Context: an optimization exercise on an open-source flow, tuned for small area, a short achievable clock period and few clock cycles. The choices shown serve that exercise and are no tape-out recipe.
At most, simulation tests tie the RTL to the original design; equivalence was not proved.
The RTL of run 3 was laid out without a check of its function.
Power is estimated from default activity; no workload was simulated.

### design/flow/design.v
package edu_pkg;
    localparam int ELEM_W      = 16;             
    localparam int SQ_W        = 2 * ELEM_W;     
    localparam int ACC_W       = 46;             
    localparam int LO_W        = SQ_W;           
    localparam int HI_W        = ACC_W - LO_W;   
    localparam int ROOT_W      = ACC_W / 2;      
    localparam int REM_W       = ROOT_W + 1;     
    localparam int TDATA_IN_W  = 2 * ELEM_W;
    localparam int TDATA_OUT_W = ((ROOT_W + 7) / 8) * 8;
endpackage
module edu_sq_tree
(
    input  logic [16:0] d,
    output logic [33:0] row_s,
    output logic [33:0] row_c
);
    logic [15:0] u;
    logic        n;
    assign u = d[15:0];
    assign n = d[16];
    logic t1, t2, t3, t4, t5, t6, t7, t8, t9, t10, t11, t12, t13, t14, t15, t16, t17, t18, t19, t20, t21, t22, t23, t24, t25, t26, t27, t28, t29, t30, t31, t32, t33, t34, t35, t36, t37, t38, t39, t40, t41, t42, t43, t44, t45, t46, t47, t48, t49, t50, t51, t52, t53, t54, t55, t56, t57, t58, t59, t60, t61, t62, t63, t64, t65, t66, t67, t68, t69, t70, t71, t72, t73, t74, t75, t76, t77, t78, t79, t80, t81, t82, t83, t84, t85, t86, t87, t88, t89, t90, t91, t92, t93, t94, t95, t96, t97, t98, t99, t100, t101, t102, t103, t104, t105, t106, t107, t108, t109, t110, t111, t112, t113, t114, t115, t116, t117, t118, t119, t120, t121, t122, t123, t124, t125, t126, t127, t128, t129, t130, t131, t132, t133, t134, t135, t136, t137, t138, t139, t140, t141, t142, t143, t144, t145, t146, t147, t148, t149, t150, t151, t152, t153, t154, t155, t156, t157, t158, t159, t160, t161, t162, t163, t164, t165, t166, t167, t168, t169, t170, t171, t172, t173, t174, t175, t176, t177, t178, t179, t180, t181, t182, t183, t184, t185, t186, t187, t188, t189, t190, t191, t192, t193, t194, t195, t196, t197, t198, t199, t200, t201, t202, t203, t204, t205, t206, t207, t208, t209, t210;
    assign t1 = (u[0] & u[11]) ^ (u[1] & u[10]);
    assign t2 = (u[0] & u[11]) & (u[1] & u[10]);
    assign t3 = (u[0] & u[12]) ^ (u[1] & u[11]);
    assign t4 = (u[0] & u[12]) & (u[1] & u[11]);
    assign t5 = (u[0] & u[13]) ^ (u[1] & u[12]) ^ (u[2] & u[11]);
    assign t6 = ((u[0] & u[13]) & (u[1] & u[12])) | ((u[0] & u[13]) & (u[2] & u[11])) | ((u[1] & u[12]) & (u[2] & u[11]));
    assign t7 = (u[3] & u[10]) ^ (u[4] & u[9]);
    assign t8 = (u[3] & u[10]) & (u[4] & u[9]);
    assign t9 = (u[0] & u[14]) ^ (u[1] & u[13]) ^ (u[2] & u[12]);
    assign t10 = ((u[0] & u[14]) & (u[1] & u[13])) | ((u[0] & u[14]) & (u[2] & u[12])) | ((u[1] & u[13]) & (u[2] & u[12]));
    assign t11 = (u[3] & u[11]) ^ (u[4] & u[10]);
    assign t12 = (u[3] & u[11]) & (u[4] & u[10]);
    assign t13 = (u[0] & u[15]) ^ (u[1] & u[14]) ^ (u[2] & u[13]);
    assign t14 = ((u[0] & u[15]) & (u[1] & u[14])) | ((u[0] & u[15]) & (u[2] & u[13])) | ((u[1] & u[14]) & (u[2] & u[13]));
    assign t15 = (u[3] & u[12]) ^ (u[4] & u[11]) ^ (u[5] & u[10]);
    assign t16 = ((u[3] & u[12]) & (u[4] & u[11])) | ((u[3] & u[12]) & (u[5] & u[10])) | ((u[4] & u[11]) & (u[5] & u[10]));
    assign t17 = (u[6] & u[9]) ^ (u[7] & u[8]);
    assign t18 = (u[6] & u[9]) & (u[7] & u[8]);
    assign t19 = (u[1] & u[15]) ^ (u[2] & u[14]) ^ (u[3] & u[13]);
    assign t20 = ((u[1] & u[15]) & (u[2] & u[14])) | ((u[1] & u[15]) & (u[3] & u[13])) | ((u[2] & u[14]) & (u[3] & u[13]));
    assign t21 = (u[4] & u[12]) ^ (u[5] & u[11]) ^ (u[6] & u[10]);
    assign t22 = ((u[4] & u[12]) & (u[5] & u[11])) | ((u[4] & u[12]) & (u[6] & u[10])) | ((u[5] & u[11]) & (u[6] & u[10]));
    assign t23 = (u[7] & u[9]) ^ ~(n & u[0]) ^ 1'b1;
    assign t24 = ((u[7] & u[9]) & ~(n & u[0])) | ((u[7] & u[9]) & 1'b1) | (~(n & u[0]) & 1'b1);
    assign t25 = (u[2] & u[15]) ^ (u[3] & u[14]) ^ (u[4] & u[13]);
    assign t26 = ((u[2] & u[15]) & (u[3] & u[14])) | ((u[2] & u[15]) & (u[4] & u[13])) | ((u[3] & u[14]) & (u[4] & u[13]));
    assign t27 = (u[5] & u[12]) ^ (u[6] & u[11]) ^ (u[7] & u[10]);
    assign t28 = ((u[5] & u[12]) & (u[6] & u[11])) | ((u[5] & u[12]) & (u[7] & u[10])) | ((u[6] & u[11]) & (u[7] & u[10]));
    assign t29 = (u[8] & u[9]) ^ u[9] ^ ~(n & u[1]);
    assign t30 = ((u[8] & u[9]) & u[9]) | ((u[8] & u[9]) & ~(n & u[1])) | (u[9] & ~(n & u[1]));
    assign t31 = (u[3] & u[15]) ^ (u[4] & u[14]) ^ (u[5] & u[13]);
    assign t32 = ((u[3] & u[15]) & (u[4] & u[14])) | ((u[3] & u[15]) & (u[5] & u[13])) | ((u[4] & u[14]) & (u[5] & u[13]));
    assign t33 = (u[6] & u[12]) ^ (u[7] & u[11]) ^ (u[8] & u[10]);
    assign t34 = ((u[6] & u[12]) & (u[7] & u[11])) | ((u[6] & u[12]) & (u[8] & u[10])) | ((u[7] & u[11]) & (u[8] & u[10]));
    assign t35 = (u[4] & u[15]) ^ (u[5] & u[14]) ^ (u[6] & u[13]);
    assign t36 = ((u[4] & u[15]) & (u[5] & u[14])) | ((u[4] & u[15]) & (u[6] & u[13])) | ((u[5] & u[14]) & (u[6] & u[13]));
    assign t37 = (u[7] & u[12]) ^ (u[8] & u[11]) ^ (u[9] & u[10]);
    assign t38 = ((u[7] & u[12]) & (u[8] & u[11])) | ((u[7] & u[12]) & (u[9] & u[10])) | ((u[8] & u[11]) & (u[9] & u[10]));
    assign t39 = (u[5] & u[15]) ^ (u[6] & u[14]) ^ (u[7] & u[13]);
    assign t40 = ((u[5] & u[15]) & (u[6] & u[14])) | ((u[5] & u[15]) & (u[7] & u[13])) | ((u[6] & u[14]) & (u[7] & u[13]));
    assign t41 = (u[6] & u[15]) ^ (u[7] & u[14]) ^ (u[8] & u[13]);
    assign t42 = ((u[6] & u[15]) & (u[7] & u[14])) | ((u[6] & u[15]) & (u[8] & u[13])) | ((u[7] & u[14]) & (u[8] & u[13]));
    assign t43 = (u[0] & u[7]) ^ (u[1] & u[6]);
    assign t44 = (u[0] & u[7]) & (u[1] & u[6]);
    assign t45 = (u[0] & u[8]) ^ (u[1] & u[7]);
    assign t46 = (u[0] & u[8]) & (u[1] & u[7]);
    assign t47 = (u[0] & u[9]) ^ (u[1] & u[8]) ^ (u[2] & u[7]);
    assign t48 = ((u[0] & u[9]) & (u[1] & u[8])) | ((u[0] & u[9]) & (u[2] & u[7])) | ((u[1] & u[8]) & (u[2] & u[7]));
    assign t49 = (u[3] & u[6]) ^ (u[4] & u[5]);
    assign t50 = (u[3] & u[6]) & (u[4] & u[5]);
    assign t51 = (u[0] & u[10]) ^ (u[1] & u[9]) ^ (u[2] & u[8]);
    assign t52 = ((u[0] & u[10]) & (u[1] & u[9])) | ((u[0] & u[10]) & (u[2] & u[8])) | ((u[1] & u[9]) & (u[2] & u[8]));
    assign t53 = (u[3] & u[7]) ^ (u[4] & u[6]);
    assign t54 = (u[3] & u[7]) & (u[4] & u[6]);
    assign t55 = (u[2] & u[9]) ^ (u[3] & u[8]) ^ (u[4] & u[7]);
    assign t56 = ((u[2] & u[9]) & (u[3] & u[8])) | ((u[2] & u[9]) & (u[4] & u[7])) | ((u[3] & u[8]) & (u[4] & u[7]));
    assign t57 = (u[5] & u[6]) ^ u[6] ^ t1;
    assign t58 = ((u[5] & u[6]) & u[6]) | ((u[5] & u[6]) & t1) | (u[6] & t1);
    assign t59 = (u[2] & u[10]) ^ (u[3] & u[9]) ^ (u[4] & u[8]);
    assign t60 = ((u[2] & u[10]) & (u[3] & u[9])) | ((u[2] & u[10]) & (u[4] & u[8])) | ((u[3] & u[9]) & (u[4] & u[8]));
    assign t61 = (u[5] & u[7]) ^ t3 ^ t2;
    assign t62 = ((u[5] & u[7]) & t3) | ((u[5] & u[7]) & t2) | (t3 & t2);
    assign t63 = (u[5] & u[8]) ^ (u[6] & u[7]) ^ u[7];
    assign t64 = ((u[5] & u[8]) & (u[6] & u[7])) | ((u[5] & u[8]) & u[7]) | ((u[6] & u[7]) & u[7]);
    assign t65 = t5 ^ t7 ^ t4;
    assign t66 = (t5 & t7) | (t5 & t4) | (t7 & t4);
    assign t67 = (u[5] & u[9]) ^ (u[6] & u[8]) ^ t9;
    assign t68 = ((u[5] & u[9]) & (u[6] & u[8])) | ((u[5] & u[9]) & t9) | ((u[6] & u[8]) & t9);
    assign t69 = t11 ^ t6 ^ t8;
    assign t70 = (t11 & t6) | (t11 & t8) | (t6 & t8);
    assign t71 = u[8] ^ t13 ^ t15;
    assign t72 = (u[8] & t13) | (u[8] & t15) | (t13 & t15);
    assign t73 = t17 ^ t10 ^ t12;
    assign t74 = (t17 & t10) | (t17 & t12) | (t10 & t12);
    assign t75 = t19 ^ t21 ^ t23;
    assign t76 = (t19 & t21) | (t19 & t23) | (t21 & t23);
    assign t77 = t14 ^ t16 ^ t18;
    assign t78 = (t14 & t16) | (t14 & t18) | (t16 & t18);
    assign t79 = t25 ^ t27 ^ t29;
    assign t80 = (t25 & t27) | (t25 & t29) | (t27 & t29);
    assign t81 = t20 ^ t22 ^ t24;
    assign t82 = (t20 & t22) | (t20 & t24) | (t22 & t24);
    assign t83 = ~(n & u[2]) ^ t31 ^ t33;
    assign t84 = (~(n & u[2]) & t31) | (~(n & u[2]) & t33) | (t31 & t33);
    assign t85 = t26 ^ t28 ^ t30;
    assign t86 = (t26 & t28) | (t26 & t30) | (t28 & t30);
    assign t87 = u[10] ^ ~(n & u[3]) ^ t35;
    assign t88 = (u[10] & ~(n & u[3])) | (u[10] & t35) | (~(n & u[3]) & t35);
    assign t89 = t37 ^ t32 ^ t34;
    assign t90 = (t37 & t32) | (t37 & t34) | (t32 & t34);
    assign t91 = (u[8] & u[12]) ^ (u[9] & u[11]) ^ ~(n & u[4]);
    assign t92 = ((u[8] & u[12]) & (u[9] & u[11])) | ((u[8] & u[12]) & ~(n & u[4])) | ((u[9] & u[11]) & ~(n & u[4]));
    assign t93 = t39 ^ t36 ^ t38;
    assign t94 = (t39 & t36) | (t39 & t38) | (t36 & t38);
    assign t95 = (u[9] & u[12]) ^ (u[10] & u[11]) ^ u[11];
    assign t96 = ((u[9] & u[12]) & (u[10] & u[11])) | ((u[9] & u[12]) & u[11]) | ((u[10] & u[11]) & u[11]);
    assign t97 = ~(n & u[5]) ^ t41 ^ t40;
    assign t98 = (~(n & u[5]) & t41) | (~(n & u[5]) & t40) | (t41 & t40);
    assign t99 = (u[7] & u[15]) ^ (u[8] & u[14]) ^ (u[9] & u[13]);
    assign t100 = ((u[7] & u[15]) & (u[8] & u[14])) | ((u[7] & u[15]) & (u[9] & u[13])) | ((u[8] & u[14]) & (u[9] & u[13]));
    assign t101 = (u[10] & u[12]) ^ ~(n & u[6]) ^ t42;
    assign t102 = ((u[10] & u[12]) & ~(n & u[6])) | ((u[10] & u[12]) & t42) | (~(n & u[6]) & t42);
    assign t103 = (u[8] & u[15]) ^ (u[9] & u[14]) ^ (u[10] & u[13]);
    assign t104 = ((u[8] & u[15]) & (u[9] & u[14])) | ((u[8] & u[15]) & (u[10] & u[13])) | ((u[9] & u[14]) & (u[10] & u[13]));
    assign t105 = (u[11] & u[12]) ^ u[12] ^ ~(n & u[7]);
    assign t106 = ((u[11] & u[12]) & u[12]) | ((u[11] & u[12]) & ~(n & u[7])) | (u[12] & ~(n & u[7]));
    assign t107 = (u[9] & u[15]) ^ (u[10] & u[14]) ^ (u[11] & u[13]);
    assign t108 = ((u[9] & u[15]) & (u[10] & u[14])) | ((u[9] & u[15]) & (u[11] & u[13])) | ((u[10] & u[14]) & (u[11] & u[13]));
    assign t109 = (u[10] & u[15]) ^ (u[11] & u[14]) ^ (u[12] & u[13]);
    assign t110 = ((u[10] & u[15]) & (u[11] & u[14])) | ((u[10] & u[15]) & (u[12] & u[13])) | ((u[11] & u[14]) & (u[12] & u[13]));
    assign t111 = (u[0] & u[5]) ^ (u[1] & u[4]);
    assign t112 = (u[0] & u[5]) & (u[1] & u[4]);
    assign t113 = (u[0] & u[6]) ^ (u[1] & u[5]);
    assign t114 = (u[0] & u[6]) & (u[1] & u[5]);
    assign t115 = (u[2] & u[5]) ^ (u[3] & u[4]) ^ u[4];
    assign t116 = ((u[2] & u[5]) & (u[3] & u[4])) | ((u[2] & u[5]) & u[4]) | ((u[3] & u[4]) & u[4]);
    assign t117 = (u[2] & u[6]) ^ (u[3] & u[5]) ^ t45;
    assign t118 = ((u[2] & u[6]) & (u[3] & u[5])) | ((u[2] & u[6]) & t45) | ((u[3] & u[5]) & t45);
    assign t119 = u[5] ^ t47 ^ t49;
    assign t120 = (u[5] & t47) | (u[5] & t49) | (t47 & t49);
    assign t121 = t51 ^ t53 ^ t48;
    assign t122 = (t51 & t53) | (t51 & t48) | (t53 & t48);
    assign t123 = t55 ^ t57 ^ t52;
    assign t124 = (t55 & t57) | (t55 & t52) | (t57 & t52);
    assign t125 = t59 ^ t61 ^ t56;
    assign t126 = (t59 & t61) | (t59 & t56) | (t61 & t56);
    assign t127 = t63 ^ t65 ^ t60;
    assign t128 = (t63 & t65) | (t63 & t60) | (t65 & t60);
    assign t129 = t67 ^ t69 ^ t64;
    assign t130 = (t67 & t69) | (t67 & t64) | (t69 & t64);
    assign t131 = t71 ^ t73 ^ t68;
    assign t132 = (t71 & t73) | (t71 & t68) | (t73 & t68);
    assign t133 = t75 ^ t77 ^ t72;
    assign t134 = (t75 & t77) | (t75 & t72) | (t77 & t72);
    assign t135 = t79 ^ t81 ^ t76;
    assign t136 = (t79 & t81) | (t79 & t76) | (t81 & t76);
    assign t137 = t83 ^ t85 ^ t80;
    assign t138 = (t83 & t85) | (t83 & t80) | (t85 & t80);
    assign t139 = t87 ^ t89 ^ t84;
    assign t140 = (t87 & t89) | (t87 & t84) | (t89 & t84);
    assign t141 = t91 ^ t93 ^ t88;
    assign t142 = (t91 & t93) | (t91 & t88) | (t93 & t88);
    assign t143 = t95 ^ t97 ^ t92;
    assign t144 = (t95 & t97) | (t95 & t92) | (t97 & t92);
    assign t145 = t99 ^ t101 ^ t96;
    assign t146 = (t99 & t101) | (t99 & t96) | (t101 & t96);
    assign t147 = t103 ^ t105 ^ t100;
    assign t148 = (t103 & t105) | (t103 & t100) | (t105 & t100);
    assign t149 = ~(n & u[8]) ^ t107 ^ t104;
    assign t150 = (~(n & u[8]) & t107) | (~(n & u[8]) & t104) | (t107 & t104);
    assign t151 = u[13] ^ ~(n & u[9]) ^ t109;
    assign t152 = (u[13] & ~(n & u[9])) | (u[13] & t109) | (~(n & u[9]) & t109);
    assign t153 = (u[11] & u[15]) ^ (u[12] & u[14]) ^ ~(n & u[10]);
    assign t154 = ((u[11] & u[15]) & (u[12] & u[14])) | ((u[11] & u[15]) & ~(n & u[10])) | ((u[12] & u[14]) & ~(n & u[10]));
    assign t155 = (u[12] & u[15]) ^ (u[13] & u[14]) ^ u[14];
    assign t156 = ((u[12] & u[15]) & (u[13] & u[14])) | ((u[12] & u[15]) & u[14]) | ((u[13] & u[14]) & u[14]);
    assign t157 = (u[0] & u[3]) ^ (u[1] & u[2]);
    assign t158 = (u[0] & u[3]) & (u[1] & u[2]);
    assign t159 = (u[0] & u[4]) ^ (u[1] & u[3]);
    assign t160 = (u[0] & u[4]) & (u[1] & u[3]);
    assign t161 = (u[2] & u[3]) ^ u[3] ^ t111;
    assign t162 = ((u[2] & u[3]) & u[3]) | ((u[2] & u[3]) & t111) | (u[3] & t111);
    assign t163 = (u[2] & u[4]) ^ t113 ^ t112;
    assign t164 = ((u[2] & u[4]) & t113) | ((u[2] & u[4]) & t112) | (t113 & t112);
    assign t165 = t43 ^ t115 ^ t114;
    assign t166 = (t43 & t115) | (t43 & t114) | (t115 & t114);
    assign t167 = t44 ^ t117 ^ t116;
    assign t168 = (t44 & t117) | (t44 & t116) | (t117 & t116);
    assign t169 = t46 ^ t119 ^ t118;
    assign t170 = (t46 & t119) | (t46 & t118) | (t119 & t118);
    assign t171 = t50 ^ t121 ^ t120;
    assign t172 = (t50 & t121) | (t50 & t120) | (t121 & t120);
    assign t173 = t54 ^ t123 ^ t122;
    assign t174 = (t54 & t123) | (t54 & t122) | (t123 & t122);
    assign t175 = t58 ^ t125 ^ t124;
    assign t176 = (t58 & t125) | (t58 & t124) | (t125 & t124);
    assign t177 = t62 ^ t127 ^ t126;
    assign t178 = (t62 & t127) | (t62 & t126) | (t127 & t126);
    assign t179 = t66 ^ t129 ^ t128;
    assign t180 = (t66 & t129) | (t66 & t128) | (t129 & t128);
    assign t181 = t70 ^ t131 ^ t130;
    assign t182 = (t70 & t131) | (t70 & t130) | (t131 & t130);
    assign t183 = t74 ^ t133 ^ t132;
    assign t184 = (t74 & t133) | (t74 & t132) | (t133 & t132);
    assign t185 = t78 ^ t135 ^ t134;
    assign t186 = (t78 & t135) | (t78 & t134) | (t135 & t134);
    assign t187 = t82 ^ t137 ^ t136;
    assign t188 = (t82 & t137) | (t82 & t136) | (t137 & t136);
    assign t189 = t86 ^ t139 ^ t138;
    assign t190 = (t86 & t139) | (t86 & t138) | (t139 & t138);
    assign t191 = t90 ^ t141 ^ t140;
    assign t192 = (t90 & t141) | (t90 & t140) | (t141 & t140);
    assign t193 = t94 ^ t143 ^ t142;
    assign t194 = (t94 & t143) | (t94 & t142) | (t143 & t142);
    assign t195 = t98 ^ t145 ^ t144;
    assign t196 = (t98 & t145) | (t98 & t144) | (t145 & t144);
    assign t197 = t102 ^ t147 ^ t146;
    assign t198 = (t102 & t147) | (t102 & t146) | (t147 & t146);
    assign t199 = t106 ^ t149 ^ t148;
    assign t200 = (t106 & t149) | (t106 & t148) | (t149 & t148);
    assign t201 = t108 ^ t151 ^ t150;
    assign t202 = (t108 & t151) | (t108 & t150) | (t151 & t150);
    assign t203 = t110 ^ t153 ^ t152;
    assign t204 = (t110 & t153) | (t110 & t152) | (t153 & t152);
    assign t205 = ~(n & u[11]) ^ t155 ^ t154;
    assign t206 = (~(n & u[11]) & t155) | (~(n & u[11]) & t154) | (t155 & t154);
    assign t207 = (u[13] & u[15]) ^ ~(n & u[12]) ^ t156;
    assign t208 = ((u[13] & u[15]) & ~(n & u[12])) | ((u[13] & u[15]) & t156) | (~(n & u[12]) & t156);
    assign t209 = (u[14] & u[15]) ^ u[15] ^ ~(n & u[13]);
    assign t210 = ((u[14] & u[15]) & u[15]) | ((u[14] & u[15]) & ~(n & u[13])) | (u[15] & ~(n & u[13]));
    assign row_s = {1'b1, ~(n & u[15]), ~(n & u[14]), t209, t207, t205, t203, t201, t199, t197, t195, t193, t191, t189, t187, t185, t183, t181, t179, t177, t175, t173, t171, t169, t167, t165, t163, t161, t159, u[2], (u[0] & u[2]), (u[0] & u[1]), 1'b0, u[0]};
    assign row_c = {1'b0, n, t210, t208, t206, t204, t202, t200, t198, t196, t194, t192, t190, t188, t186, t184, t182, t180, t178, t176, t174, t172, t170, t168, t166, t164, t162, t160, t158, t157, 1'b0, u[1], 1'b0, 1'b0};
endmodule
module edu_root_top
(
    input  logic [7:0] x,
    output logic [3:0] root,
    output logic [4:0] rem
);
    always_comb
    begin
        case (x)
            8'd0: begin root = 4'd0; rem = 5'd0; end
            8'd1: begin root = 4'd1; rem = 5'd0; end
            8'd2: begin root = 4'd1; rem = 5'd1; end
            8'd3: begin root = 4'd1; rem = 5'd2; end
            8'd4: begin root = 4'd2; rem = 5'd0; end
            8'd5: begin root = 4'd2; rem = 5'd1; end
            8'd6: begin root = 4'd2; rem = 5'd2; end
            8'd7: begin root = 4'd2; rem = 5'd3; end
            8'd8: begin root = 4'd2; rem = 5'd4; end
            8'd9: begin root = 4'd3; rem = 5'd0; end
            8'd10: begin root = 4'd3; rem = 5'd1; end
            8'd11: begin root = 4'd3; rem = 5'd2; end
            8'd12: begin root = 4'd3; rem = 5'd3; end
            8'd13: begin root = 4'd3; rem = 5'd4; end
            8'd14: begin root = 4'd3; rem = 5'd5; end
            8'd15: begin root = 4'd3; rem = 5'd6; end
            8'd16: begin root = 4'd4; rem = 5'd0; end
            8'd17: begin root = 4'd4; rem = 5'd1; end
            8'd18: begin root = 4'd4; rem = 5'd2; end
            8'd19: begin root = 4'd4; rem = 5'd3; end
            8'd20: begin root = 4'd4; rem = 5'd4; end
            8'd21: begin root = 4'd4; rem = 5'd5; end
            8'd22: begin root = 4'd4; rem = 5'd6; end
            8'd23: begin root = 4'd4; rem = 5'd7; end
            8'd24: begin root = 4'd4; rem = 5'd8; end
            8'd25: begin root = 4'd5; rem = 5'd0; end
            8'd26: begin root = 4'd5; rem = 5'd1; end
            8'd27: begin root = 4'd5; rem = 5'd2; end
            8'd28: begin root = 4'd5; rem = 5'd3; end
            8'd29: begin root = 4'd5; rem = 5'd4; end
            8'd30: begin root = 4'd5; rem = 5'd5; end
            8'd31: begin root = 4'd5; rem = 5'd6; end
            8'd32: begin root = 4'd5; rem = 5'd7; end
            8'd33: begin root = 4'd5; rem = 5'd8; end
            8'd34: begin root = 4'd5; rem = 5'd9; end
            8'd35: begin root = 4'd5; rem = 5'd10; end
            8'd36: begin root = 4'd6; rem = 5'd0; end
            8'd37: begin root = 4'd6; rem = 5'd1; end
            8'd38: begin root = 4'd6; rem = 5'd2; end
            8'd39: begin root = 4'd6; rem = 5'd3; end
            8'd40: begin root = 4'd6; rem = 5'd4; end
            8'd41: begin root = 4'd6; rem = 5'd5; end
            8'd42: begin root = 4'd6; rem = 5'd6; end
            8'd43: begin root = 4'd6; rem = 5'd7; end
            8'd44: begin root = 4'd6; rem = 5'd8; end
            8'd45: begin root = 4'd6; rem = 5'd9; end
            8'd46: begin root = 4'd6; rem = 5'd10; end
            8'd47: begin root = 4'd6; rem = 5'd11; end
            8'd48: begin root = 4'd6; rem = 5'd12; end
            8'd49: begin root = 4'd7; rem = 5'd0; end
            8'd50: begin root = 4'd7; rem = 5'd1; end
            8'd51: begin root = 4'd7; rem = 5'd2; end
            8'd52: begin root = 4'd7; rem = 5'd3; end
            8'd53: begin root = 4'd7; rem = 5'd4; end
            8'd54: begin root = 4'd7; rem = 5'd5; end
            8'd55: begin root = 4'd7; rem = 5'd6; end
            8'd56: begin root = 4'd7; rem = 5'd7; end
            8'd57: begin root = 4'd7; rem = 5'd8; end
            8'd58: begin root = 4'd7; rem = 5'd9; end
            8'd59: begin root = 4'd7; rem = 5'd10; end
            8'd60: begin root = 4'd7; rem = 5'd11; end
            8'd61: begin root = 4'd7; rem = 5'd12; end
            8'd62: begin root = 4'd7; rem = 5'd13; end
            8'd63: begin root = 4'd7; rem = 5'd14; end
            8'd64: begin root = 4'd8; rem = 5'd0; end
            8'd65: begin root = 4'd8; rem = 5'd1; end
            8'd66: begin root = 4'd8; rem = 5'd2; end
            8'd67: begin root = 4'd8; rem = 5'd3; end
            8'd68: begin root = 4'd8; rem = 5'd4; end
            8'd69: begin root = 4'd8; rem = 5'd5; end
            8'd70: begin root = 4'd8; rem = 5'd6; end
            8'd71: begin root = 4'd8; rem = 5'd7; end
            8'd72: begin root = 4'd8; rem = 5'd8; end
            8'd73: begin root = 4'd8; rem = 5'd9; end
            8'd74: begin root = 4'd8; rem = 5'd10; end
            8'd75: begin root = 4'd8; rem = 5'd11; end
            8'd76: begin root = 4'd8; rem = 5'd12; end
            8'd77: begin root = 4'd8; rem = 5'd13; end
            8'd78: begin root = 4'd8; rem = 5'd14; end
            8'd79: begin root = 4'd8; rem = 5'd15; end
            8'd80: begin root = 4'd8; rem = 5'd16; end
            8'd81: begin root = 4'd9; rem = 5'd0; end
            8'd82: begin root = 4'd9; rem = 5'd1; end
            8'd83: begin root = 4'd9; rem = 5'd2; end
            8'd84: begin root = 4'd9; rem = 5'd3; end
            8'd85: begin root = 4'd9; rem = 5'd4; end
            8'd86: begin root = 4'd9; rem = 5'd5; end
            8'd87: begin root = 4'd9; rem = 5'd6; end
            8'd88: begin root = 4'd9; rem = 5'd7; end
            8'd89: begin root = 4'd9; rem = 5'd8; end
            8'd90: begin root = 4'd9; rem = 5'd9; end
            8'd91: begin root = 4'd9; rem = 5'd10; end
            8'd92: begin root = 4'd9; rem = 5'd11; end
            8'd93: begin root = 4'd9; rem = 5'd12; end
            8'd94: begin root = 4'd9; rem = 5'd13; end
            8'd95: begin root = 4'd9; rem = 5'd14; end
            8'd96: begin root = 4'd9; rem = 5'd15; end
            8'd97: begin root = 4'd9; rem = 5'd16; end
            8'd98: begin root = 4'd9; rem = 5'd17; end
            8'd99: begin root = 4'd9; rem = 5'd18; end
            8'd100: begin root = 4'd10; rem = 5'd0; end
            8'd101: begin root = 4'd10; rem = 5'd1; end
            8'd102: begin root = 4'd10; rem = 5'd2; end
            8'd103: begin root = 4'd10; rem = 5'd3; end
            8'd104: begin root = 4'd10; rem = 5'd4; end
            8'd105: begin root = 4'd10; rem = 5'd5; end
            8'd106: begin root = 4'd10; rem = 5'd6; end
            8'd107: begin root = 4'd10; rem = 5'd7; end
            8'd108: begin root = 4'd10; rem = 5'd8; end
            8'd109: begin root = 4'd10; rem = 5'd9; end
            8'd110: begin root = 4'd10; rem = 5'd10; end
            8'd111: begin root = 4'd10; rem = 5'd11; end
            8'd112: begin root = 4'd10; rem = 5'd12; end
            8'd113: begin root = 4'd10; rem = 5'd13; end
            8'd114: begin root = 4'd10; rem = 5'd14; end
            8'd115: begin root = 4'd10; rem = 5'd15; end
            8'd116: begin root = 4'd10; rem = 5'd16; end
            8'd117: begin root = 4'd10; rem = 5'd17; end
            8'd118: begin root = 4'd10; rem = 5'd18; end
            8'd119: begin root = 4'd10; rem = 5'd19; end
            8'd120: begin root = 4'd10; rem = 5'd20; end
            8'd121: begin root = 4'd11; rem = 5'd0; end
            8'd122: begin root = 4'd11; rem = 5'd1; end
            8'd123: begin root = 4'd11; rem = 5'd2; end
            8'd124: begin root = 4'd11; rem = 5'd3; end
            8'd125: begin root = 4'd11; rem = 5'd4; end
            8'd126: begin root = 4'd11; rem = 5'd5; end
            8'd127: begin root = 4'd11; rem = 5'd6; end
            8'd128: begin root = 4'd11; rem = 5'd7; end
            8'd129: begin root = 4'd11; rem = 5'd8; end
            8'd130: begin root = 4'd11; rem = 5'd9; end
            8'd131: begin root = 4'd11; rem = 5'd10; end
            8'd132: begin root = 4'd11; rem = 5'd11; end
            8'd133: begin root = 4'd11; rem = 5'd12; end
            8'd134: begin root = 4'd11; rem = 5'd13; end
            8'd135: begin root = 4'd11; rem = 5'd14; end
            8'd136: begin root = 4'd11; rem = 5'd15; end
            8'd137: begin root = 4'd11; rem = 5'd16; end
            8'd138: begin root = 4'd11; rem = 5'd17; end
            8'd139: begin root = 4'd11; rem = 5'd18; end
            8'd140: begin root = 4'd11; rem = 5'd19; end
            8'd141: begin root = 4'd11; rem = 5'd20; end
            8'd142: begin root = 4'd11; rem = 5'd21; end
            8'd143: begin root = 4'd11; rem = 5'd22; end
            8'd144: begin root = 4'd12; rem = 5'd0; end
            8'd145: begin root = 4'd12; rem = 5'd1; end
            8'd146: begin root = 4'd12; rem = 5'd2; end
            8'd147: begin root = 4'd12; rem = 5'd3; end
            8'd148: begin root = 4'd12; rem = 5'd4; end
            8'd149: begin root = 4'd12; rem = 5'd5; end
            8'd150: begin root = 4'd12; rem = 5'd6; end
            8'd151: begin root = 4'd12; rem = 5'd7; end
            8'd152: begin root = 4'd12; rem = 5'd8; end
            8'd153: begin root = 4'd12; rem = 5'd9; end
            8'd154: begin root = 4'd12; rem = 5'd10; end
            8'd155: begin root = 4'd12; rem = 5'd11; end
            8'd156: begin root = 4'd12; rem = 5'd12; end
            8'd157: begin root = 4'd12; rem = 5'd13; end
            8'd158: begin root = 4'd12; rem = 5'd14; end
            8'd159: begin root = 4'd12; rem = 5'd15; end
            8'd160: begin root = 4'd12; rem = 5'd16; end
            8'd161: begin root = 4'd12; rem = 5'd17; end
            8'd162: begin root = 4'd12; rem = 5'd18; end
            8'd163: begin root = 4'd12; rem = 5'd19; end
            8'd164: begin root = 4'd12; rem = 5'd20; end
            8'd165: begin root = 4'd12; rem = 5'd21; end
            8'd166: begin root = 4'd12; rem = 5'd22; end
            8'd167: begin root = 4'd12; rem = 5'd23; end
            8'd168: begin root = 4'd12; rem = 5'd24; end
            8'd169: begin root = 4'd13; rem = 5'd0; end
            8'd170: begin root = 4'd13; rem = 5'd1; end
            8'd171: begin root = 4'd13; rem = 5'd2; end
            8'd172: begin root = 4'd13; rem = 5'd3; end
            8'd173: begin root = 4'd13; rem = 5'd4; end
            8'd174: begin root = 4'd13; rem = 5'd5; end
            8'd175: begin root = 4'd13; rem = 5'd6; end
            8'd176: begin root = 4'd13; rem = 5'd7; end
            8'd177: begin root = 4'd13; rem = 5'd8; end
            8'd178: begin root = 4'd13; rem = 5'd9; end
            8'd179: begin root = 4'd13; rem = 5'd10; end
            8'd180: begin root = 4'd13; rem = 5'd11; end
            8'd181: begin root = 4'd13; rem = 5'd12; end
            8'd182: begin root = 4'd13; rem = 5'd13; end
            8'd183: begin root = 4'd13; rem = 5'd14; end
            8'd184: begin root = 4'd13; rem = 5'd15; end
            8'd185: begin root = 4'd13; rem = 5'd16; end
            8'd186: begin root = 4'd13; rem = 5'd17; end
            8'd187: begin root = 4'd13; rem = 5'd18; end
            8'd188: begin root = 4'd13; rem = 5'd19; end
            8'd189: begin root = 4'd13; rem = 5'd20; end
            8'd190: begin root = 4'd13; rem = 5'd21; end
            8'd191: begin root = 4'd13; rem = 5'd22; end
            8'd192: begin root = 4'd13; rem = 5'd23; end
            8'd193: begin root = 4'd13; rem = 5'd24; end
            8'd194: begin root = 4'd13; rem = 5'd25; end
            8'd195: begin root = 4'd13; rem = 5'd26; end
            8'd196: begin root = 4'd14; rem = 5'd0; end
            8'd197: begin root = 4'd14; rem = 5'd1; end
            8'd198: begin root = 4'd14; rem = 5'd2; end
            8'd199: begin root = 4'd14; rem = 5'd3; end
            8'd200: begin root = 4'd14; rem = 5'd4; end
            8'd201: begin root = 4'd14; rem = 5'd5; end
            8'd202: begin root = 4'd14; rem = 5'd6; end
            8'd203: begin root = 4'd14; rem = 5'd7; end
            8'd204: begin root = 4'd14; rem = 5'd8; end
            8'd205: begin root = 4'd14; rem = 5'd9; end
            8'd206: begin root = 4'd14; rem = 5'd10; end
            8'd207: begin root = 4'd14; rem = 5'd11; end
            8'd208: begin root = 4'd14; rem = 5'd12; end
            8'd209: begin root = 4'd14; rem = 5'd13; end
            8'd210: begin root = 4'd14; rem = 5'd14; end
            8'd211: begin root = 4'd14; rem = 5'd15; end
            8'd212: begin root = 4'd14; rem = 5'd16; end
            8'd213: begin root = 4'd14; rem = 5'd17; end
            8'd214: begin root = 4'd14; rem = 5'd18; end
            8'd215: begin root = 4'd14; rem = 5'd19; end
            8'd216: begin root = 4'd14; rem = 5'd20; end
            8'd217: begin root = 4'd14; rem = 5'd21; end
            8'd218: begin root = 4'd14; rem = 5'd22; end
            8'd219: begin root = 4'd14; rem = 5'd23; end
            8'd220: begin root = 4'd14; rem = 5'd24; end
            8'd221: begin root = 4'd14; rem = 5'd25; end
            8'd222: begin root = 4'd14; rem = 5'd26; end
            8'd223: begin root = 4'd14; rem = 5'd27; end
            8'd224: begin root = 4'd14; rem = 5'd28; end
            8'd225: begin root = 4'd15; rem = 5'd0; end
            8'd226: begin root = 4'd15; rem = 5'd1; end
            8'd227: begin root = 4'd15; rem = 5'd2; end
            8'd228: begin root = 4'd15; rem = 5'd3; end
            8'd229: begin root = 4'd15; rem = 5'd4; end
            8'd230: begin root = 4'd15; rem = 5'd5; end
            8'd231: begin root = 4'd15; rem = 5'd6; end
            8'd232: begin root = 4'd15; rem = 5'd7; end
            8'd233: begin root = 4'd15; rem = 5'd8; end
            8'd234: begin root = 4'd15; rem = 5'd9; end
            8'd235: begin root = 4'd15; rem = 5'd10; end
            8'd236: begin root = 4'd15; rem = 5'd11; end
            8'd237: begin root = 4'd15; rem = 5'd12; end
            8'd238: begin root = 4'd15; rem = 5'd13; end
            8'd239: begin root = 4'd15; rem = 5'd14; end
            8'd240: begin root = 4'd15; rem = 5'd15; end
            8'd241: begin root = 4'd15; rem = 5'd16; end
            8'd242: begin root = 4'd15; rem = 5'd17; end
            8'd243: begin root = 4'd15; rem = 5'd18; end
            8'd244: begin root = 4'd15; rem = 5'd19; end
            8'd245: begin root = 4'd15; rem = 5'd20; end
            8'd246: begin root = 4'd15; rem = 5'd21; end
            8'd247: begin root = 4'd15; rem = 5'd22; end
            8'd248: begin root = 4'd15; rem = 5'd23; end
            8'd249: begin root = 4'd15; rem = 5'd24; end
            8'd250: begin root = 4'd15; rem = 5'd25; end
            8'd251: begin root = 4'd15; rem = 5'd26; end
            8'd252: begin root = 4'd15; rem = 5'd27; end
            8'd253: begin root = 4'd15; rem = 5'd28; end
            8'd254: begin root = 4'd15; rem = 5'd29; end
            8'd255: begin root = 4'd15; rem = 5'd30; end
            default: begin root = '0; rem = '0; end
        endcase
    end
endmodule
module euclidean_distance_unit
(
    input  logic                              clk,
    input  logic                              rst_n,
    input  logic                              s_axis_tvalid,
    output logic                              s_axis_tready,
    input  logic [edu_pkg::TDATA_IN_W-1:0]    s_axis_tdata,
    input  logic                              s_axis_tlast,
    output logic                              m_axis_tvalid,
    input  logic                              m_axis_tready,
    output logic [edu_pkg::TDATA_OUT_W-1:0]   m_axis_tdata,
    output logic                              m_axis_tuser
);
    localparam int EW    = edu_pkg::ELEM_W;
    localparam int AW    = edu_pkg::ACC_W;
    localparam int LW    = edu_pkg::LO_W;
    localparam int HW    = edu_pkg::HI_W;
    localparam int RW    = edu_pkg::ROOT_W;
    localparam int MW    = edu_pkg::REM_W;
    localparam int FB    = 4;                    
    localparam int KL    = 0;                    
    localparam int BW    = AW - 2 * FB;          
    localparam int RADW  = BW - 2 * KL;          
    localparam int STEPS = RW - FB - KL;         
    localparam int TW    = LW + 2;               
    logic              rdy_reg;
    logic              accept;
    logic [EW:0]       diff;
    logic [EW:0]       da_reg;
    logic              va_reg, lasta_reg;
    assign accept = s_axis_tvalid && rdy_reg;
    assign diff   = {s_axis_tdata[EW-1], s_axis_tdata[EW-1:0]}
                  - {s_axis_tdata[2*EW-1], s_axis_tdata[2*EW-1:EW]};
    always_ff @(posedge clk)
    begin
        da_reg    <= accept ? diff : '0;
        lasta_reg <= s_axis_tlast;
    end
    logic [TW-1:0]     row_s, row_c;
    logic [TW-1:0]     rsb_reg, rcb_reg;
    logic              vb_reg, lastb_reg;
    edu_sq_tree u_sq
    (
        .d     (da_reg),
        .row_s (row_s),
        .row_c (row_c)
    );
    always_ff @(posedge clk)
    begin
        rsb_reg   <= row_s;
        rcb_reg   <= row_c;
        lastb_reg <= lasta_reg;
    end
    logic [LW-1:0]     lo_reg;
    logic [HW-1:0]     hi_reg;
    logic              cy_reg, ovf_reg;
    logic              first_reg;    
    logic              clr_reg;      
    logic              full_reg;     
    logic [TW-1:0]     base, cs_s, cs_c, lo_sum;
    logic [HW:0]       hi_inc;
    logic              load;
    assign base   = clr_reg ? '0 : TW'(lo_reg);
    assign cs_s   = base ^ rsb_reg ^ rcb_reg;
    assign cs_c   = {(base[TW-2:0] & rsb_reg[TW-2:0])
                   | (base[TW-2:0] & rcb_reg[TW-2:0])
                   | (rsb_reg[TW-2:0] & rcb_reg[TW-2:0]), 1'b0};
    assign lo_sum = cs_s + cs_c;
    always_comb
    begin
        for (int i = 0; i < HW; i++)
            hi_inc[i] = hi_reg[i] ^ (cy_reg && ((hi_reg & HW'((1 << i) - 1)) == HW'((1 << i) - 1)));
        hi_inc[HW] = cy_reg && (&hi_reg);
    end
    always_ff @(posedge clk)
        clr_reg <= va_reg && (vb_reg ? lastb_reg : first_reg);
    always_ff @(posedge clk)
    begin
        lo_reg  <= lo_sum[LW-1:0];
        cy_reg  <= lo_sum[LW];
        hi_reg  <= clr_reg ? '0 : hi_inc[HW-1:0];
        ovf_reg <= clr_reg ? 1'b0 : (ovf_reg || hi_inc[HW]);
    end
    logic              busy_reg, valid_reg, sat_reg;
    logic [4:0]        cnt_reg;
    logic [RADW-1:0]   rad_reg;
    logic [MW-1:0]     rem_reg;
    logic [RW-1:0]     root_reg;
    logic              free, finish;
    logic              bufv_reg, bsat_reg, move;
    logic [BW-1:0]     bsum_reg;
    logic [FB-1:0]     broot_reg;
    logic [FB:0]       brem_reg;
    logic [AW-1:0]     sum_c;        
    logic              sat_c;
    logic [FB-1:0]     root_t;
    logic [FB:0]       rem_t;
    assign sum_c = {hi_inc[HW-1:0], lo_reg};
    assign sat_c = ovf_reg || hi_inc[HW];
    edu_root_top u_top
    (
        .x    (sum_c[AW-1 -: 2*FB]),
        .root (root_t),
        .rem  (rem_t)
    );
    assign move = full_reg && (!bufv_reg || load);
    always_ff @(posedge clk)
    begin
        if (move)
        begin
            bsum_reg  <= sum_c[BW-1:0];
            broot_reg <= root_t | {FB{sat_c}};
            brem_reg  <= rem_t;
            bsat_reg  <= sat_c;
        end
    end
    function automatic logic [MW+RW-1:0] root_step
        (input logic [MW-1:0] rem, input logic [RW-1:0] root,
         input logic [1:0] bits, input logic force1);
        logic [MW+1:0] rs, dd;
        logic          f;
        rs = {rem, bits};
        dd = rs - (MW+2)'({root, 2'b01});
        f  = !dd[MW+1] || force1;
        root_step = {f ? dd[MW-1:0] : rs[MW-1:0], root[RW-2:0], f};
    endfunction
    logic [MW-1:0]     rem_l, rem_n;
    logic [RW-1:0]     root_l, root_n;
    for (genvar k = 0; k <= KL; k++)
    begin : g_ld
        localparam int J = FB + k;               
        logic [J-1:0]  root;
        logic [J:0]    rem;
        if (k == 0)
        begin : g_first
            assign root = broot_reg;
            assign rem  = brem_reg;
        end
        else
        begin : g_step
            logic [J+1:0] rs, dd;
            logic         f;
            assign rs   = {g_ld[k-1].rem, bsum_reg[BW-1-2*(k-1) -: 2]};
            assign dd   = rs - (J+2)'({g_ld[k-1].root, 2'b01});
            assign f    = !dd[J+1] || bsat_reg;
            assign rem  = f ? dd[J:0] : rs[J:0];
            assign root = {g_ld[k-1].root, f};
        end
    end
    assign rem_l  = MW'(g_ld[KL].rem);
    assign root_l = RW'(g_ld[KL].root);
    always_comb
        {rem_n, root_n} = root_step(rem_reg, root_reg,
                                    rad_reg[RADW-1 -: 2], sat_reg);
    assign free   = (!busy_reg && !valid_reg) || (valid_reg && m_axis_tready);
    assign load   = bufv_reg && free;
    assign finish = busy_reg && (cnt_reg == '0);
    always_ff @(posedge clk)
    begin
        if (load)
        begin
            rad_reg  <= bsum_reg[RADW-1:0];
            rem_reg  <= rem_l;
            root_reg <= root_l;
            sat_reg  <= bsat_reg;
        end
        else
        begin
            rad_reg  <= {rad_reg[RADW-3:0], 2'b00};
            rem_reg  <= rem_n;
            if (busy_reg)
                root_reg <= root_n;
        end
    end
    logic       rdy_next;
    logic [1:0] pend_reg;    
    function automatic logic ready_next(input logic mr, input logic lt);
        logic       ld, idle;
        logic [1:0] pend;
        ld   = bufv_reg && ((!busy_reg && !valid_reg) || (valid_reg && mr));
        pend = pend_reg + 2'(lt) - 2'(ld);
        idle = !ld && !busy_reg && !(valid_reg && !mr);
        ready_next = (pend <= 2'd1) || ((pend == 2'd2) && idle);
    endfunction
    always_comb
    begin
        logic r00, r01, r10, r11;
        r00 = ready_next(1'b0, 1'b0);
        r01 = ready_next(1'b0, 1'b1);
        r10 = ready_next(1'b1, 1'b0);
        r11 = ready_next(1'b1, 1'b1);
        if (accept && s_axis_tlast)
            rdy_next = m_axis_tready ? r11 : r01;
        else
            rdy_next = m_axis_tready ? r10 : r00;
    end
    always_ff @(posedge clk or negedge rst_n)
    begin
        if (!rst_n)
        begin
            rdy_reg   <= 1'b0;
            pend_reg  <= '0;
            va_reg    <= 1'b0;
            vb_reg    <= 1'b0;
            first_reg <= 1'b1;
            full_reg  <= 1'b0;
            bufv_reg  <= 1'b0;
            busy_reg  <= 1'b0;
            valid_reg <= 1'b0;
            cnt_reg   <= '0;
        end
        else
        begin
            rdy_reg   <= rdy_next;
            pend_reg  <= pend_reg + 2'(accept && s_axis_tlast) - 2'(load);
            va_reg    <= accept;
            vb_reg    <= va_reg;
            if (vb_reg)
                first_reg <= lastb_reg;
            full_reg  <= (full_reg && !move) || (vb_reg && lastb_reg);
            bufv_reg  <= (bufv_reg && !load) || move;
            if (load)
            begin
                busy_reg <= 1'b1;
                cnt_reg  <= 5'(STEPS - 1);
            end
            else if (busy_reg)
            begin
                cnt_reg  <= cnt_reg - 1'b1;
                if (finish)
                    busy_reg <= 1'b0;
            end
            if (finish)
                valid_reg <= 1'b1;
            else if (m_axis_tready)
                valid_reg <= 1'b0;
        end
    end
    assign s_axis_tready = rdy_reg;
    assign m_axis_tvalid = valid_reg;
    assign m_axis_tdata  = edu_pkg::TDATA_OUT_W'(root_reg);
    assign m_axis_tuser  = sat_reg;
endmodule
### design/flow/config.mk
export PLATFORM = sky130hd
export DESIGN_NAME = euclidean_distance_unit
export DESIGN_NICKNAME = euclidean_distance_unit
export VERILOG_FILES = /design/flow/design.v
export SDC_FILE = /design/flow/constraint.sdc
export NUM_CORES = 4
export LEC_CHECK = 0
export CAP_MARGIN = 20
export CORE_MARGIN = 2
export CORE_UTILIZATION = 70
export PLACE_DENSITY = 0.85
export SETUP_SLACK_MARGIN = 4.6
export SLEW_MARGIN = 20
### design/flow/constraint.sdc
create_clock -name core_clock -period 8.0 [get_ports {clk}]
set_input_delay 1.6000 -clock core_clock [delete_from_list [all_inputs] [get_ports {clk}]]
set_output_delay 1.6000 -clock core_clock [all_outputs]
set_load 0.01 [all_outputs]
### design/flow/run.sh
#!/bin/bash
# synth_recipe.tcl (not shown) runs the flow's synth.tcl, then flattens the netlist and writes it again
# the make line also repeats each setting of config.mk as NAME=value (left out here)
make -C /OpenROAD-flow-scripts/flow DESIGN_CONFIG=/design/flow/config.mk WORK_HOME=/design/flow/orfs CLKGATE_MAP_FILE= SYNTH_SCRIPT=/design/flow/synth_recipe.tcl finish
==> results_dict.tcl, run 1 <==
set metrics [dict create \
    maxSlewHeadroom_pct 34.1 \
    seq_area_frac_synth_pct 35.1 \
    async_flop_share_pct 5.38 \
    cts_root_buf "clkbuf_16" \
    grt_pass1_vias 13500 \
    topRoutingLayerUsed "met4" \
    grt_max_degree 85 \
    grt-ovfl-total 0 \
    fin_skew_ns 0.00926 \
    n_antenna_cell 0 \
    fp-row-count 58 \
    antenna_found_initial 0 \
    final_common_cell "inv_1" \
    status "timing/DRC/antenna clean" \
    power_density_nw_per_um2 420 \
    swShare_pct 42.8 \
    gp_congestion 0.918 \
    syn-cell-area_um2 17600 \
    placed_area_um2 18500 \
    slowest_delay_ns 0.52 \
    synth_edf_count 53 \
    path_max_fanout 24 \
    cap_violations 0 \
    arrival_ns 4.20 \
    leakage_nw 9.48 \
    dp.cells 2257 \
    r2r_cells 15 \
    core_area_um2 25000 \
    grt_pass1_wl_um 63500 \
    ioPinCount 64 \
    wl_per_cell_um 18.0 \
    hpwlAfterDp_um 25300 \
    cp-end-kind "flip-flop" \
    cts_sinks 279 \
    clkPwrFrac_pct 15.6 \
    met3_length_um 2640 \
    final_cell_area_um2 20300 \
    cts_hold_buf 0 \
    grt_usage_pct 29.4 \
    p_sw_w 0.00364 \
    m1WireLength_um 16500 \
    die_w_um 163 \
    fin_tns_setup_ns 0 \
    min-delay-start "lasta_reg$_DFF_P_" \
    fin_crit_ns 3.71 \
    setup_viol 0 \
    num_vias 13800 \
    r2r_start "clr_reg$_DFF_P_" \
    synthDistinctLibCells 84 \
    seqPwrFrac_pct 28.6 \
    start_util_pct 70.6 \
    path_clk_slew_ns 0.06 \
    dieArea_um2 26500 \
    avgSynthCellArea_um2 9.14 \
    syn_nets 2187 \
    final_cell_count_no_fill 2349 \
    die_h_um 163 \
    drtPass1Iterations 8 \
    ys_seq_elements 279 \
    ir_drop_mv 0.330 \
    worstMarginPinSlew_ns 0.981 \
    combPwrFrac_pct 55.8 \
    via_per_inst 5.87 \
    fmax_mhz 270 \
    cts_htree_levels 1 \
    cpMaxStageDelayCell "fa_1" \
    hp-class "reg2reg" \
    antenna_left 0 \
    drive_gt1_share_pct 10.5 \
    hold_depth 0 \
    synthCells 1929 \
    remaining_drc_errors 0 \
    final_nets 2254 \
    clock_latency_ns 0.56 \
    crit_type "reg2reg" \
    cts_buffer_depth 3 \
    wl_um 42300 \
    power.internal_w 0.00487 \
    post-route-period-util_pct 46.4 \
    startpoint_type "flip-flop" \
    cts_inserted_buffers 29 \
    hold_violations 0 \
    area_growth_pct 14.9 \
    cp_cell_sequence "buf_12 -> nand2b_1 -> fa_1 -> inv_1 -> ha_1 -> a21o_1 -> a211o_1 -> a2111o_1 -> a21oi_2 -> nand3_2 -> a41oi_4 -> buf_6 -> o21bai_1 -> a21oi_1 -> xnor2_1" \
    synth-main-ff-cell "dfxtp_1" \
    cts_tree "yes" \
    cp.required_ns 8.49 \
    final_max_slew_viol_count 0 \
    final_cell_mix "inv_1 (276), nand2_1 (243), dfxtp_1 (203), nor2_1 (119), fa_1 (111)" \
    yosysWarnings 2 \
    drtIter0Drc 1179 \
    crit_start "clr_reg$_DFF_P_" \
    port_buffers 62 \
    rsz0062_at_grt "yes" \
    dr_wl_met2_um 21300 \
]
kinds of logic (layout without fill, tap and decap cells):
kind of cell | after synthesis | after routing | synth area share [%]
AOI/OAI and AO/OA | 299 | 299 | 11.3
xor gates and xnor gates | 95 | 95 | 4.87
adders and majority gates | 223 | 223 | 20.6
buffers and inverters | 354 | 444 | 7.75
DFF | 279 | 279 | 35.1
muxes | 52 | 52 | 3.20
other | 1 | 1 | 0.0213
and+or+nand+nor | 626 | 626 | 17.2
power by group through the flow:
stage               Clock [W]  Combinational [W]  Sequential (W)
floorplan                   0            0.00327         0.00231
global placement            0            0.00386         0.00240
detailed placement          0            0.00409         0.00243
CTS                   0.00134            0.00427         0.00241
global route          0.00140            0.00518         0.00249
finish                0.00133            0.00475         0.00244
synth_stat cells (17+ instances only):
master | number | area, um2
nand2b_1 | 57 | 357
a21o_1 | 28 | 210
nor2_1 | 121 | 454
nand3_1 | 17 | 85.1
ha_1 | 109 | 1360
and2_1 | 86 | 538
nor2b_1 | 22 | 138
mux2i_1 | 44 | 440
o21ai_0 | 61 | 305
edfxtp_1 | 53 | 1590
xor2_1 | 28 | 245
inv_1 | 280 | 1050
nand2_1 | 248 | 931
xnor2_1 | 65 | 569
clkbuf_1 | 55 | 206
a21oi_1 | 76 | 380
fa_1 | 112 | 2240
nor3_1 | 25 | 125
dfxtp_1 | 211 | 4220
worst paths after layout:
kind / end / slack (ns)
worst max-delay path: lo_reg[30]$_DFF_P_ / 4.29
worst min-delay path: lastb_reg$_DFF_P_ / 0.33
worst max register to register: lo_reg[30]$_DFF_P_ / 4.29
worst min register to register: lastb_reg$_DFF_P_ / 0.33
max in group asynchronous: pend_reg[0]$_DFF_PN0_ / 6.03
min in group asynchronous: cnt_reg[3]$_DFFE_PN0P_ / 1.49
layer usage:
layer  up-vias  track usage (%)
met1      6605             35.5
met4         0             11.6
met3       166             3.64
met5         -                0
li1       6407                -
met2       619             53.4
worst max-delay path, delay by kind of cell, from the launching register on:
kind | cells | cell delay (ns)
DFF | 1 | 0.35
buffers and inverters | 3 | 0.37
adders and majority gates | 2 | 0.75
AOI/OAI and AO/OA | 7 | 1.73
and+or+nand+nor | 2 | 0.32
xor gates and xnor gates | 1 | 0.13
metrics by stage:
step | hold WS (ns) | utilization (%) | worst slack (ns) | power (W)
3_5_place_dp | 0.312 | 74.1 | 3.72 | 0.00652
4_1_cts | 0.326 | 78.8 | 4.52 | 0.00803
6_report | 0.327 | 81.2 | 4.29 | 0.00852
3_3_place_gp | 0.312 | 74.0 | 3.83 | 0.00626
2_1_floorplan | 0.310 | - | 4.54 | 0.00558
5_1_grt | 0.349 | 81.2 | 4.21 | 0.00907
final cells by class:
class / instances / area [um2]
inverters: 281 / 1060
repair buffers: 109 / 1030
well taps: 330 / 413
clock buffers: 34 / 797
fillers: 1425 / 4700
clock inverters: 20 / 146
flip-flops and latches: 279 / 6200
multi-input cells: 1296 / 10600
repair_timing:
item                                    4_1_cts  5_1_grt
gates resized for setup                      40       74
setup buffers                                 8       29
cloned                                        0        1
endpoints found under the setup margin       31       40
pin swaps                                    19       41
endpoints found under the hold margin         0        0
Testbench counts, summed over its fixed seeds: cycles 22,995.
==> inputs of run 2 (changes only) <==
--- a/design/flow/config.mk
+++ b/design/flow/config.mk
@@ -7,7 +7,7 @@
 export LEC_CHECK = 0
 export CAP_MARGIN = 20
 export CORE_MARGIN = 2
-export CORE_UTILIZATION = 70
-export PLACE_DENSITY = 0.85
+export CORE_UTILIZATION = 60
+export PLACE_DENSITY = 0.75
 export SETUP_SLACK_MARGIN = 4.6
 export SLEW_MARGIN = 20
==> results_dict.tcl, run 2 <==
set metrics [dict create \
    status "timing/DRC/antenna clean" \
    gp_congestion 0.926 \
    fp-row-count 62 \
    num_vias 13100 \
    synthTopCellsByCount "inv_1 (280), nand2_1 (248), dfxtp_1 (211)" \
    core_area_um2 28800 \
    grt_max_degree 54 \
    synthCells 1929 \
    hold_depth 0 \
    final_common_cell "inv_1" \
    rsz0062_at_grt "yes" \
    final_cell_count_no_fill 2406 \
    hold_violations 0 \
    seq_area_frac_synth_pct 35.1 \
    maxSlewHeadroom_pct 32.5 \
    cts_inserted_buffers 30 \
    syn_nets 2187 \
    grt_usage_pct 23.0 \
    drtPass1Iterations 5 \
    via_per_inst 5.44 \
    synthDistinctLibCells 84 \
    fin_crit_ns 3.37 \
    post-route-period-util_pct 42.2 \
    whs_endpoint "lastb_reg$_DFF_P_" \
    clock_latency_ns 0.56 \
    synth_xor_xnor_area_share_pct 4.87 \
    cp-end-kind "flip-flop" \
    cts_hold_buf 0 \
    antenna_left 0 \
    grt_pass1_vias 12800 \
    power_density_nw_per_um2 403 \
    cts_buffer_depth 3 \
    cts_root_buf "clkbuf_16" \
    final_nets 2256 \
    grt-ovfl-total 0 \
    r2r_start "clr_reg$_DFF_P_" \
    syn-cell-area_um2 17600 \
    combPwrFrac_pct 52.8 \
    area_growth_pct 15.5 \
    ir_drop_mv 0.214 \
    die_w_um 175 \
    arrival_ns 3.86 \
    hpwlAfterDp_um 24600 \
    synthSimpleGateAreaFrac_pct 17.2 \
    cap_violations 0 \
    path_clk_slew_ns 0.06 \
    synth-main-ff-cell "dfxtp_1" \
    n_antenna_cell 0 \
    r2r_slack_ns 4.63 \
    antenna_found_initial 0 \
    die_h_um 175 \
    ys_seq_elements 279 \
    wl_um 36200 \
    final_cell_mix "inv_1 (275), nand2_1 (246), dfxtp_1 (207), nor2_1 (118), fa_1 (111)" \
    r2r_cells 14 \
    yosysMostFrequentCell "inv_1" \
    start_util_pct 61.3 \
    port_buffers 62 \
    leakage_nw 9.52 \
    final_max_slew_viol_count 0 \
    path_max_fanout 16 \
    drtIter0Drc 757 \
    remaining_drc_errors 0 \
    setup_viol 0 \
    dieArea_um2 30800 \
    seqPwrFrac_pct 29.4 \
    reg2reg_to "lo_reg[22]$_DFF_P_" \
    fmax_mhz 297 \
    ioPinCount 64 \
    yosysTopAreaCell "dfxtp_1" \
    fin_skew_ns 0.0318 \
    min-delay-start "lasta_reg$_DFF_P_" \
    drive_gt1_share_pct 9.74 \
    wl_per_cell_um 15.1 \
    synth_edf_count 53 \
    dp.cells 2312 \
    startpoint_type "flip-flop" \
    synth_top_family_by_area "adder cells" \
    cts_htree_levels 1 \
    fin_tns_setup_ns 0 \
    yosysWarnings 2 \
    avgSynthCellArea_um2 9.14 \
    worstMarginPinSlew_ns 1.00 \
    synth_area_leaders "dfxtp_1 (24%), fa_1 (13%), edfxtp_1 (9.0%)" \
    crit_type "reg2reg" \
    power.internal_w 0.00491 \
    p_sw_w 0.00329 \
    cts_tree "yes" \
    swShare_pct 40.2 \
    async_flop_share_pct 5.38 \
    cts_sinks 279 \
    synthAdderAreaFrac_pct 20.6 \
    netlist.area_leader.share_pct 24.0 \
    synth.area.mux_share_pct 3.20 \
    grt_pass1_wl_um 59500 \
    clkPwrFrac_pct 17.8 \
    synth-compound-area-share_pct 11.3 \
    cp.required_ns 8.49 \
    hp-class "reg2reg" \
]
run 2: cell counts after synthesis:
No cell type changed its count.
run 2: cells by family after synthesis:
group,after synthesis
AND/OR/NAND/NOR,626
other,1
flip-flops,279
XOR/XNOR,95
adder cells (fa/ha/maj),223
buffers and inverters,354
AO/OA/AOI/OAI,299
multiplexers,52
run 2: area by class of cell:
type                            instances  area, um2
Timing Repair Buffer                  108       1020
Sequential cell                       279       6200
Tap cell                              384        480
Inverter                              281       1070
Fill cell                            2130       8420
Multi-Input combinational cell       1298      10500
Clock buffer                           35        821
Clock inverter                         21        254
run 2: what timing repair did:
| item | CTS | global route |
|---|---|---|
| pin swaps | 20 | 37 |
| setup endpoints to repair | 115 | 26 |
| buffers inserted | 11 | 24 |
| cloned | 0 | 3 |
| gates resized for setup | 41 | 48 |
run 2: power by group through the flow:
| stage | Sequential, W | Clock [W] | Combinational, W |
|---|---|---|---|
| 3_3_place_gp | 0.00242 | 0 | 0.00389 |
| 6_report | 0.00241 | 0.00146 | 0.00433 |
| 3_5_place_dp | 0.00244 | 0 | 0.00404 |
| 5_1_grt | 0.00248 | 0.00154 | 0.00489 |
| 2_1_floorplan | 0.00231 | 0 | 0.00327 |
| 4_1_cts | 0.00241 | 0.00148 | 0.00417 |
run 2: how the worst max path moves through the flow:
stage / from / end / slack [ns] / depth (start not counted)
floorplan: s_axis_tdata[0] / da_reg[16]$_SDFF_PN0_ / 4.54 / 12
global placement: m_axis_tready / pend_reg[1]$_DFF_PN0_ / 3.29 / 9
detailed placement: m_axis_tready / pend_reg[1]$_DFF_PN0_ / 3.15 / 9
CTS: clr_reg$_DFF_P_ / cy_reg$_DFF_P_ / 4.56 / 14
global route: clr_reg$_DFF_P_ / cy_reg$_DFF_P_ / 4.50 / 14
finish: clr_reg$_DFF_P_ / lo_reg[22]$_DFF_P_ / 4.63 / 14
run 2: through the flow:
step / hold WS, ns / area (um2) / worst slack (ns) / power [W] / util (%)
2_1_floorplan: 0.310 / 17700 / 4.54 / 0.00558 / -
3_3_place_gp: 0.314 / 18600 / 3.29 / 0.00631 / 64.5
3_5_place_dp: 0.315 / 18600 / 3.15 / 0.00647 / 64.5
4_1_cts: 0.345 / 19900 / 4.56 / 0.00806 / 69.1
5_1_grt: 0.346 / 20400 / 4.50 / 0.00890 / 70.8
6_report: 0.342 / 20400 / 4.63 / 0.00820 / 70.8
run 2: critical path, stage by stage (launching register included):
cell,delay (ns)
dfxtp_4,0.36
buf_12,0.15
nand2b_4,0.13
fa_1,0.49
inv_2,0.05
ha_4,0.26
a21oi_2,0.16
o21ai_2,0.08
o41a_1,0.45
a221oi_4,0.35
buf_4,0.17
a21oi_1,0.13
a21o_1,0.20
a21oi_1,0.20
xnor2_1,0.14
run 2: per-layer routing:
layer	track usage [%]	vias up	share of wire (%)
met5	0	-	0
met3	2.62	66	4.6
met1	29.8	6268	43
met4	6.30	0	2.5
li1	-	6412	-
met2	40.9	346	50
==> inputs of run 3 (changes only) <==
--- a/design/flow/design.v
+++ b/design/flow/design.v
@@ -676,6 +676,8 @@
                 root_reg <= root_n;
         end
     end
+    always_ff @(posedge clk)
+        cnt_reg <= load ? 5'(STEPS - 1) : cnt_reg - 1'b1;
     logic       rdy_next;
     logic [1:0] pend_reg;    
     function automatic logic ready_next(input logic mr, input logic lt);
@@ -711,7 +713,6 @@
             bufv_reg  <= 1'b0;
             busy_reg  <= 1'b0;
             valid_reg <= 1'b0;
-            cnt_reg   <= '0;
         end
         else
         begin
@@ -724,16 +725,9 @@
             full_reg  <= (full_reg && !move) || (vb_reg && lastb_reg);
             bufv_reg  <= (bufv_reg && !load) || move;
             if (load)
-            begin
                 busy_reg <= 1'b1;
-                cnt_reg  <= 5'(STEPS - 1);
-            end
-            else if (busy_reg)
-            begin
-                cnt_reg  <= cnt_reg - 1'b1;
-                if (finish)
-                    busy_reg <= 1'b0;
-            end
+            else if (finish)
+                busy_reg <= 1'b0;
             if (finish)
                 valid_reg <= 1'b1;
             else if (m_axis_tready)
==> results_dict.tcl, run 3 <==
set metrics [dict create \
    power_density_nw_per_um2 406 \
    cts_tree "yes" \
    gp_congestion 0.903 \
    startpoint_type "primary input" \
    syn-cell-area_um2 17800 \
    fmax_mhz 303 \
    die_w_um 176 \
    grt_pass1_vias 13400 \
    grt_usage_pct 23.6 \
    yosysTopAreaCell "dfxtp_1" \
    synthTopCellsByCount "inv_1 (278), nand2_1 (245), dfxtp_1 (216)" \
    synth_area_leaders "dfxtp_1 (24%), fa_1 (13%), edfxtp_1 (8.9%)" \
    final_nets 2276 \
    crit_path_frequent_cell "o21ai_1" \
    antenna_found_initial 0 \
    final_common_cell "inv_1" \
    cpMaxStageDelayCell "clkdlybuf4s50_1" \
    hpwlAfterDp_um 25300 \
    remaining_drc_errors 0 \
    post-route-period-util_pct 41.3 \
    p_sw_w 0.00334 \
    n_antenna_cell 0 \
    crit_type "in2reg" \
    cp_cell_sequence "clkdlybuf4s50_1 -> inv_1 -> ha_1 -> a21boi_1 -> o21ai_1 -> a21boi_2 -> o41ai_4 -> o21ai_1 -> xnor2_1 -> nor2_1" \
    start_util_pct 60.5 \
    synth_edf_count 53 \
    rsz0062_at_grt "yes" \
    clock_latency_ns 0.56 \
    fin_tns_setup_ns 0 \
    cts_root_buf "clkbuf_16" \
    wl_per_cell_um 15.0 \
    seqPwrFrac_pct 29.5 \
    final_max_slew_viol_count 0 \
    yosysWarnings 2 \
    fin_skew_ns 0.0307 \
    combPwrFrac_pct 53.8 \
    grt-ovfl-total 0 \
    die_h_um 176 \
    cts_buffer_depth 3 \
    status "timing/DRC/antenna clean" \
    slowest_delay_ns 0.45 \
    cp.required_ns 8.42 \
    leakage_nw 9.34 \
    synth-main-ff-cell "dfxtp_1" \
    ioPinCount 64 \
    cp-end-kind "flip-flop" \
    maxSlewHeadroom_pct 27.4 \
    path_max_fanout 3 \
    drive_gt1_share_pct 8.42 \
    antenna_left 0 \
    netlist.area_leader.share_pct 24.3 \
    setup_viol 0 \
    whs_ns 0.341 \
    fillCellCount 2253 \
    ir_drop_mv 0.217 \
    cts_htree_levels 1 \
    worstMarginPinSlew_ns 1.08 \
    area_growth_pct 13.3 \
    wl_um 36500 \
    synthCells 1975 \
    fp-row-count 63 \
    seq_area_frac_synth_pct 34.6 \
    grt_max_degree 86 \
    syn_nets 2232 \
    num_vias 13300 \
    final_cell_mix "inv_1 (276), nand2_1 (243), dfxtp_1 (213), nor2_1 (124), fa_1 (111)" \
    hold_violations 0 \
    via_per_inst 5.45 \
    arrival_ns 3.72 \
    swShare_pct 40.9 \
    cts_inserted_buffers 29 \
    port_buffers 62 \
    cts_sinks 279 \
    drtPass1Iterations 5 \
    fin_crit_ns 3.30 \
    synthDistinctLibCells 94 \
    drtIter0Drc 758 \
    yosysMostFrequentCell "inv_1" \
    core_area_um2 29400 \
    avgSynthCellArea_um2 9.01 \
    clkPwrFrac_pct 16.7 \
    dieArea_um2 31100 \
    path_clk_slew_ns 0.06 \
    hp-class "reg2reg" \
    power.internal_w 0.00484 \
    grt_pass1_wl_um 61200 \
    cap_violations 0 \
    async_flop_share_pct 3.58 \
    ys_seq_elements 279 \
]
## run 3: routing by layer
| layer | wire length, um | track usage, % |
|---|---|---|
| met2 | 18600 | 43.0 |
| met5 | 0 | 0 |
| met1 | 15500 | 29.1 |
| met4 | 944 | 7.82 |
| met3 | 1380 | 2.50 |
## run 3: worst max-delay path, delay by kind of cell
family                     cells  cell delay (ns)
AOI/OAI and AO/OA              5             1.06
xor gates and xnor gates       1             0.19
adders and majority gates      1             0.32
buffers and inverters          2             0.49
and+or+nand+nor                1             0.05
## run 3: through the flow
step / util, % / instance area [um2] / std cells / total power [W] / setup slack, ns
final: 68.6 / 20200 / 2432 / 0.00818 / 4.70
after global routing: 68.6 / 20200 / 2432 / 0.00892 / 4.52
after CTS: 67.7 / 19900 / 2423 / 0.00808 / 4.61
after detailed placement: 63.4 / 18700 / 2355 / 0.00654 / 3.74
after global placement: 63.4 / 18700 / 2355 / 0.00636 / 3.78
after floorplan: - / 17800 / 1975 / 0.00563 / 4.56
## run 3: path summary, 6_finish.rpt
check | startpoint | to | slack, ns | cells past startpoint
setup reg to reg | clr_reg$_DFF_P_ | lo_reg[29]$_DFF_P_ | 4.72 | 14
min in group asynchronous | rst_n | bufv_reg$_DFF_PN0_ | 1.38 | 1
setup / recovery | s_axis_tdata[19] | da_reg[13]$_SDFF_PN0_ | 4.70 | 10
max in group asynchronous | rst_n | first_reg$_DFF_PN1_ | 6.27 | 1
hold reg to reg | lasta_reg$_DFF_P_ | lastb_reg$_DFF_P_ | 0.34 | 0
hold / removal | lasta_reg$_DFF_P_ | lastb_reg$_DFF_P_ | 0.34 | 0
## run 3: area by class of cell
class,count,area [um2],area share [%]
Clock inverter,14,164,0.813
Tap cell,390,488,2.42
Multi-Input combinational cell,1333,10600,52.5
Inverter,283,1060,5.27
Clock buffer,40,817,4.05
Sequential cell,279,6170,30.6
Timing Repair Buffer,93,885,4.39
## run 3: cells by family after synthesis
kind of cell    count (synthesis)  share of synthesized area, %
xor+xnor                       85                          4.52
flops                         279                          34.6
other cells                     1                        0.0211
mux                            45                          2.63
simple gates                  653                          17.8
fa+ha+maj                     221                          20.2
compound gates                328                          12.2
buf+inv                       363                          7.92
## run 3: timing repair
| action | 4_1_cts | 5_1_grt |
|---|---|---|
| pin swaps | 19 | 24 |
| setup endpoints to repair | 114 | 23 |
| resized for setup | 38 | 38 |
| buffers inserted | 14 | 8 |
| hold buffers | 0 | 0 |
| endpoints found under the hold margin | 0 | 0 |
| gates cloned | 0 | 1 |
## run 3: power groups by stage
stage                     logic [W]  registers, W  clock network [W]
after detailed placement    0.00411       0.00243                  0
after global placement      0.00395       0.00242                  0
after global routing        0.00498       0.00248            0.00146
after floorplan             0.00333       0.00230                  0
after CTS                   0.00427       0.00241            0.00140
final                       0.00440       0.00242            0.00137

[separate check: timing with driven ports]
In the flow no input, the clock included, has a driving cell. The finished layouts below were timed again as built, in two steps. Step 1, drivers: a clkbuf_16 drives clk and a buf_2 each remaining input, both assumed. Step 2, shift: input delay + t, output delay - t, t = (earliest + latest rising clock arrival at the registers) / 2. This alone moves slack from input paths to output paths. a / b / c = no drivers / after step 1 / after step 2; a / b = the first two.
run	shift t [ns]	setup slack, ns
run 1	0.601	4.291 / 4.291 / 4.042
run 2	0.594	4.628 / 4.601 / 4.100
run 3	0.595	4.697 / 4.718 / 4.134
After both steps every run listed still meets setup and hold.
